This is an optimization exercise on Yosys and OpenROAD, whose aim is small area and a short achievable clock period, not a production implementation.
RTL that was checked went through simulation tests only; none was proved equivalent to the original.
Power and IR drop assume default switching activity.

Setup of raven:
==> module pipe_reg, before the edit <==
module pipe_reg #(
    parameter int W = 32,
    parameter bit HOLD_MUX = 0
) (
    input  logic         clk_i,
    input  logic         reset_i,
    input  logic         stall_i,
    input  logic         valid_i,
    input  logic [W-1:0] data_i,
    output logic         valid_o,
    output logic [W-1:0] data_o
);
    always_ff @(posedge clk_i) begin
        if (reset_i) begin
            valid_o <= 1'b0;
        end else if (!stall_i) begin
            valid_o <= valid_i;
        end
    end
    if (HOLD_MUX) begin : g_mux
        logic [W-1:0] data_d;
        hold_mux #(.W(W)) u_hold (
            .hold_i(stall_i),
            .q_i   (data_o),
            .d_i   (data_i),
            .y_o   (data_d)
        );
        always_ff @(posedge clk_i) begin
            data_o <= data_d;
        end
    end else begin : g_en
        always_ff @(posedge clk_i) begin
            if (!stall_i) begin
                data_o <= data_i;
            end
        end
    end
endmodule
==> module hold_mux, before the edit <==
module hold_mux #(
    parameter int W = 32
) (
    input  logic         hold_i,
    input  logic [W-1:0] q_i,
    input  logic [W-1:0] d_i,
    output logic [W-1:0] y_o
);
    assign y_o = hold_i ? q_i : d_i;
endmodule
==> module decode_top, before the edit <==
module decode_top (
    input  logic                          clk_i,
    input  logic                          reset_i,
    input  logic                          if_valid_i,
    input  logic [rv_pkg::XLEN-1:0]       if_pc_i,
    input  logic [rv_pkg::INST_WIDTH-1:0] if_instr_i,
    input  logic                          stall_i,
    input  logic                          wb_we_i,
    input  logic [rv_pkg::GPR_ADDR_W-1:0] wb_addr_i,
    input  logic [rv_pkg::XLEN-1:0]       wb_data_i,
    output logic                          id_ex_valid_o,
    output logic [rv_pkg::XLEN-1:0]       id_ex_pc_o,
    output logic [rv_pkg::GPR_ADDR_W-1:0] id_ex_rd_addr_o,
    output logic [rv_pkg::GPR_ADDR_W-1:0] id_ex_rs1_addr_o,
    output logic [rv_pkg::GPR_ADDR_W-1:0] id_ex_rs2_addr_o,
    output logic [rv_pkg::XLEN-1:0]       id_ex_rs1_val_o,
    output logic [rv_pkg::XLEN-1:0]       id_ex_rs2_val_o,
    output logic [rv_pkg::XLEN-1:0]       id_ex_imm_o,
    output logic                          id_ex_rs1_re_o,
    output logic                          id_ex_rs2_re_o,
    output logic                          id_ex_rd_we_o,
    output logic                          id_ex_mem_re_o,
    output logic                          id_ex_mem_we_o,
    output logic [5:0]                    id_ex_instr_id_o
);
    localparam int IF_ID_W = rv_pkg::XLEN + 4 + 2 + 2 * 31 + 25;
    localparam int ID_EX_W = 4 * rv_pkg::XLEN + 3 * rv_pkg::GPR_ADDR_W + 11;
    logic [rv_pkg::OPCODE_W-1:0]   opc;
    rv_pkg::opc_cls_t              cls;
    rv_pkg::if_id_t                if_id_in;
    rv_pkg::if_id_t                if_id_q;
    logic                          if_id_valid;
    logic [rv_pkg::FUNCT3_W-1:0]   funct3;
    logic                          alt;
    rv_pkg::ctrl_t                 ctrl;
    logic [rv_pkg::GPR_ADDR_W-1:0] rs1_addr;
    logic [rv_pkg::GPR_ADDR_W-1:0] rs2_addr;
    logic [rv_pkg::XLEN-1:0]       rs1_val;
    logic [rv_pkg::XLEN-1:0]       rs2_val;
    rv_pkg::id_ex_t                id_ex_d;
    rv_pkg::id_ex_t                id_ex_q;
    assign opc       = if_instr_i[rv_pkg::OPCODE_W-1:0];
    assign cls.imm_i = (opc == rv_pkg::OPC_OP_IMM) || (opc == rv_pkg::OPC_LOAD);
    assign cls.imm_s = (opc == rv_pkg::OPC_STORE);
    assign cls.imm_u = (opc == rv_pkg::OPC_LUI) || (opc == rv_pkg::OPC_AUIPC);
    assign cls.x     = (opc == rv_pkg::OPC_LOAD) || (opc == rv_pkg::OPC_AUIPC)
                    || (opc == rv_pkg::OPC_OP);
    rv_pkg::ctrl_t ctrl_in;
    logic [31:1]   sel1_in;
    logic [31:1]   sel2_in;
    ctrl_unit u_ctrl_in (
        .cls_i   (cls),
        .funct3_i(if_instr_i[14:12]),
        .alt_i   (if_instr_i[30]),
        .ctrl_o  (ctrl_in)
    );
    for (genvar i = 1; i < 32; i++) begin : g_sel
        assign sel1_in[i] = ctrl_in.rs1_re && if_instr_i[19:15] == i;
        assign sel2_in[i] = ctrl_in.rs2_re && if_instr_i[24:20] == i;
    end
    assign if_id_in = {if_pc_i, cls, ctrl_in.rs1_re, ctrl_in.rs2_re, sel1_in, sel2_in, if_instr_i[31:7]};
    pipe_reg #(
        .W(IF_ID_W),
        .HOLD_MUX(1)
    ) if_id_reg (
        .clk_i  (clk_i),
        .reset_i(reset_i),
        .stall_i(stall_i),
        .valid_i(if_valid_i),
        .data_i (if_id_in),
        .valid_o(if_id_valid),
        .data_o (if_id_q)
    );
    id_stage u_id_stage (
        .if_id_i   (if_id_q),
        .funct3_o  (funct3),
        .alt_o     (alt),
        .ctrl_i    (ctrl),
        .rs1_addr_o(rs1_addr),
        .rs2_addr_o(rs2_addr),
        .rs1_val_i (rs1_val),
        .rs2_val_i (rs2_val),
        .id_ex_o   (id_ex_d)
    );
    ctrl_unit u_ctrl_unit (
        .cls_i   (if_id_q.cls),
        .funct3_i(funct3),
        .alt_i   (alt),
        .ctrl_o  (ctrl)
    );
    regfile u_regfile (
        .clk_i     (clk_i),
        .reset_i   (reset_i),
        .rs1_addr_i(rs1_addr),
        .rs2_addr_i(rs2_addr),
        .rs1_val_o (rs1_val),
        .rs2_val_o (rs2_val),
        .rs1_sel_i (if_id_q.sel1),
        .rs2_sel_i (if_id_q.sel2),
        .rs1_re_i  (if_id_q.rs1_re),
        .rs2_re_i  (if_id_q.rs2_re),
        .we_i      (wb_we_i),
        .waddr_i   (wb_addr_i),
        .wdata_i   (wb_data_i)
    );
    pipe_reg #(
        .W(ID_EX_W),
        .HOLD_MUX(1)
    ) id_ex_reg (
        .clk_i  (clk_i),
        .reset_i(reset_i),
        .stall_i(stall_i),
        .valid_i(if_id_valid),
        .data_i (id_ex_d),
        .valid_o(id_ex_valid_o),
        .data_o (id_ex_q)
    );
    assign id_ex_pc_o       = id_ex_q.pc;
    assign id_ex_rd_addr_o  = id_ex_q.rd_addr;
    assign id_ex_rs1_addr_o = id_ex_q.rs1_addr;
    assign id_ex_rs2_addr_o = id_ex_q.rs2_addr;
    assign id_ex_rs1_val_o  = id_ex_q.rs1_val;
    assign id_ex_rs2_val_o  = id_ex_q.rs2_val;
    assign id_ex_imm_o      = id_ex_q.imm;
    assign id_ex_rs1_re_o   = id_ex_q.ctrl.rs1_re;
    assign id_ex_rs2_re_o   = id_ex_q.ctrl.rs2_re;
    assign id_ex_rd_we_o    = id_ex_q.ctrl.rd_we;
    assign id_ex_mem_re_o   = id_ex_q.ctrl.mem_re;
    assign id_ex_mem_we_o   = id_ex_q.ctrl.mem_we;
    assign id_ex_instr_id_o = id_ex_q.ctrl.instr_id;
endmodule
Settings: LEC_CHECK=0, CAP_MARGIN=20, CORE_MARGIN=2, CORE_UTILIZATION=50, CTS_CLUSTER_DIAMETER=60, CTS_CLUSTER_SIZE=30, SETUP_SLACK_MARGIN=1.7, SLEW_MARGIN=20, SYNTH_HIERARCHICAL=1, SYNTH_MINIMUM_KEEP_SIZE=0; clock period 3.6 ns.
standard.sh (not shown) runs the stock make flow with config.mk's settings and CLKGATE_MAP_FILE= SYNTH_SCRIPT=/design/flow/synth_recipe.tcl, a recipe that flattens the netlist after the stock synthesis.
==> flow/flow/run.sh <==
#!/bin/bash
# Layout flow: the standard ORFS flow (standard.sh) with two extra ORFS
# variables: port buffers are buf_2 instead of the default delay buffer, and
# the resizer may swap cells across footprints. Full tool output goes to
# standard.log here, and ORFS's own logs stay under orfs/logs.
set -euo pipefail
bash standard.sh MATCH_CELL_FOOTPRINT=0 \
    "BUFFER_PORTS_ARGS=-buffer_cell sky130_fd_sc_hd__buf_2" \
    finish > standard.log 2>&1
raven finished all stages; the layout is clean.
## Diff of input files: fjord against raven
diff --git a/flow/design.v b/flow/design.v
--- a/flow/design.v
+++ b/flow/design.v
@@ -41,10 +41,8 @@
     } opc_cls_t;
     typedef struct packed {
         logic [XLEN-1:0] pc;
         opc_cls_t        cls;
-        logic            rs1_re;
-        logic            rs2_re;
         logic [31:1]     sel1;
         logic [31:1]     sel2;
         logic [31:7]     instr;
     } if_id_t;
@@ -60,10 +58,9 @@
     } id_ex_t;
 endpackage
 `timescale 1ns/1ps
 module pipe_reg #(
-    parameter int W = 32,
-    parameter bit HOLD_MUX = 0
+    parameter int W = 32
 ) (
     input  logic         clk_i,
     input  logic         reset_i,
     input  logic         stall_i,
@@ -78,37 +75,14 @@
         end else if (!stall_i) begin
             valid_o <= valid_i;
         end
     end
-    if (HOLD_MUX) begin : g_mux
-        logic [W-1:0] data_d;
-        hold_mux #(.W(W)) u_hold (
-            .hold_i(stall_i),
-            .q_i   (data_o),
-            .d_i   (data_i),
-            .y_o   (data_d)
-        );
-        always_ff @(posedge clk_i) begin
-            data_o <= data_d;
-        end
-    end else begin : g_en
-        always_ff @(posedge clk_i) begin
-            if (!stall_i) begin
-                data_o <= data_i;
-            end
+    always_ff @(posedge clk_i) begin
+        if (!stall_i) begin
+            data_o <= data_i;
         end
     end
 endmodule
-module hold_mux #(
-    parameter int W = 32
-) (
-    input  logic         hold_i,
-    input  logic [W-1:0] q_i,
-    input  logic [W-1:0] d_i,
-    output logic [W-1:0] y_o
-);
-    assign y_o = hold_i ? q_i : d_i;
-endmodule
 `timescale 1ns/1ps
 module ctrl_unit (
     input  rv_pkg::opc_cls_t            cls_i,
     input  logic [rv_pkg::FUNCT3_W-1:0] funct3_i,
@@ -326,9 +300,9 @@
     output logic                          id_ex_mem_re_o,
     output logic                          id_ex_mem_we_o,
     output logic [5:0]                    id_ex_instr_id_o
 );
-    localparam int IF_ID_W = rv_pkg::XLEN + 4 + 2 + 2 * 31 + 25;
+    localparam int IF_ID_W = rv_pkg::XLEN + 4 + 2 * 31 + 25;
     localparam int ID_EX_W = 4 * rv_pkg::XLEN + 3 * rv_pkg::GPR_ADDR_W + 11;
     logic [rv_pkg::OPCODE_W-1:0]   opc;
     rv_pkg::opc_cls_t              cls;
     rv_pkg::if_id_t                if_id_in;
@@ -361,12 +335,11 @@
     for (genvar i = 1; i < 32; i++) begin : g_sel
         assign sel1_in[i] = ctrl_in.rs1_re && if_instr_i[19:15] == i;
         assign sel2_in[i] = ctrl_in.rs2_re && if_instr_i[24:20] == i;
     end
-    assign if_id_in = {if_pc_i, cls, ctrl_in.rs1_re, ctrl_in.rs2_re, sel1_in, sel2_in, if_instr_i[31:7]};
+    assign if_id_in = {if_pc_i, cls, sel1_in, sel2_in, if_instr_i[31:7]};
     pipe_reg #(
-        .W(IF_ID_W),
-        .HOLD_MUX(1)
+        .W(IF_ID_W)
     ) if_id_reg (
         .clk_i  (clk_i),
         .reset_i(reset_i),
         .stall_i(stall_i),
@@ -400,17 +373,16 @@
         .rs1_val_o (rs1_val),
         .rs2_val_o (rs2_val),
         .rs1_sel_i (if_id_q.sel1),
         .rs2_sel_i (if_id_q.sel2),
-        .rs1_re_i  (if_id_q.rs1_re),
-        .rs2_re_i  (if_id_q.rs2_re),
+        .rs1_re_i  (ctrl.rs1_re),
+        .rs2_re_i  (ctrl.rs2_re),
         .we_i      (wb_we_i),
         .waddr_i   (wb_addr_i),
         .wdata_i   (wb_data_i)
     );
     pipe_reg #(
-        .W(ID_EX_W),
-        .HOLD_MUX(1)
+        .W(ID_EX_W)
     ) id_ex_reg (
         .clk_i  (clk_i),
         .reset_i(reset_i),
         .stall_i(stall_i),
- [compare] base=raven new=fjord: area of the multi-input gates now smaller; fmax now smaller; detailed-routed wire length on met2 now smaller; register area now larger.
- fjord ended up with reg2out as its type of the worst setup path; raven ended up with reg2reg.
- Comparing raven and fjord, the higher via count is on raven.
- fjord against raven: multi-input combinational area share dropped 5.0 points, power consumption picked up an extra 1.7 mW, total core area has decreased, measured slew at the worst slew-check pin shrank by 0.20 ns.
- Tightest hold margin was lower in fjord than in raven.
The RTL of raven was laid out without a check of its function.

## re-timing with driven ports
No port has a modelled driver above. Below, the same layouts with a new extraction and two added sets of constraints.
Step 1 assumes that a clkbuf_16 drives the clock port and a buf_2 every other input.
Step 2 adds t to the input delays and takes it off the output delays; t is the mean of the earliest and latest rising clock arrival at the registers after step 1. Input paths then give back, and output paths get back, about the clock's delay inside the block.
Three values: ideal ports, drivers, drivers and shift; two values: the first two.
| run | t (ns) | slack for setup (ns) | worst setup path after step 2 | worst data-port slew with drivers (ns) | cell pins on the clock port's net |
|---|---|---|---|---|---|
| raven | 0.774 | 1.612 / 1.586 / 0.933 | input to register | 0.06 | 1 |
| fjord | 0.780 | 1.413 / 1.329 / 0.895 | input to register | 0.05 | 1 |
After both steps every run listed still meets setup and hold. For raven, which loses most, drivers alone change the setup slack by -0.026 ns; drivers and shift together by -0.679 ns.
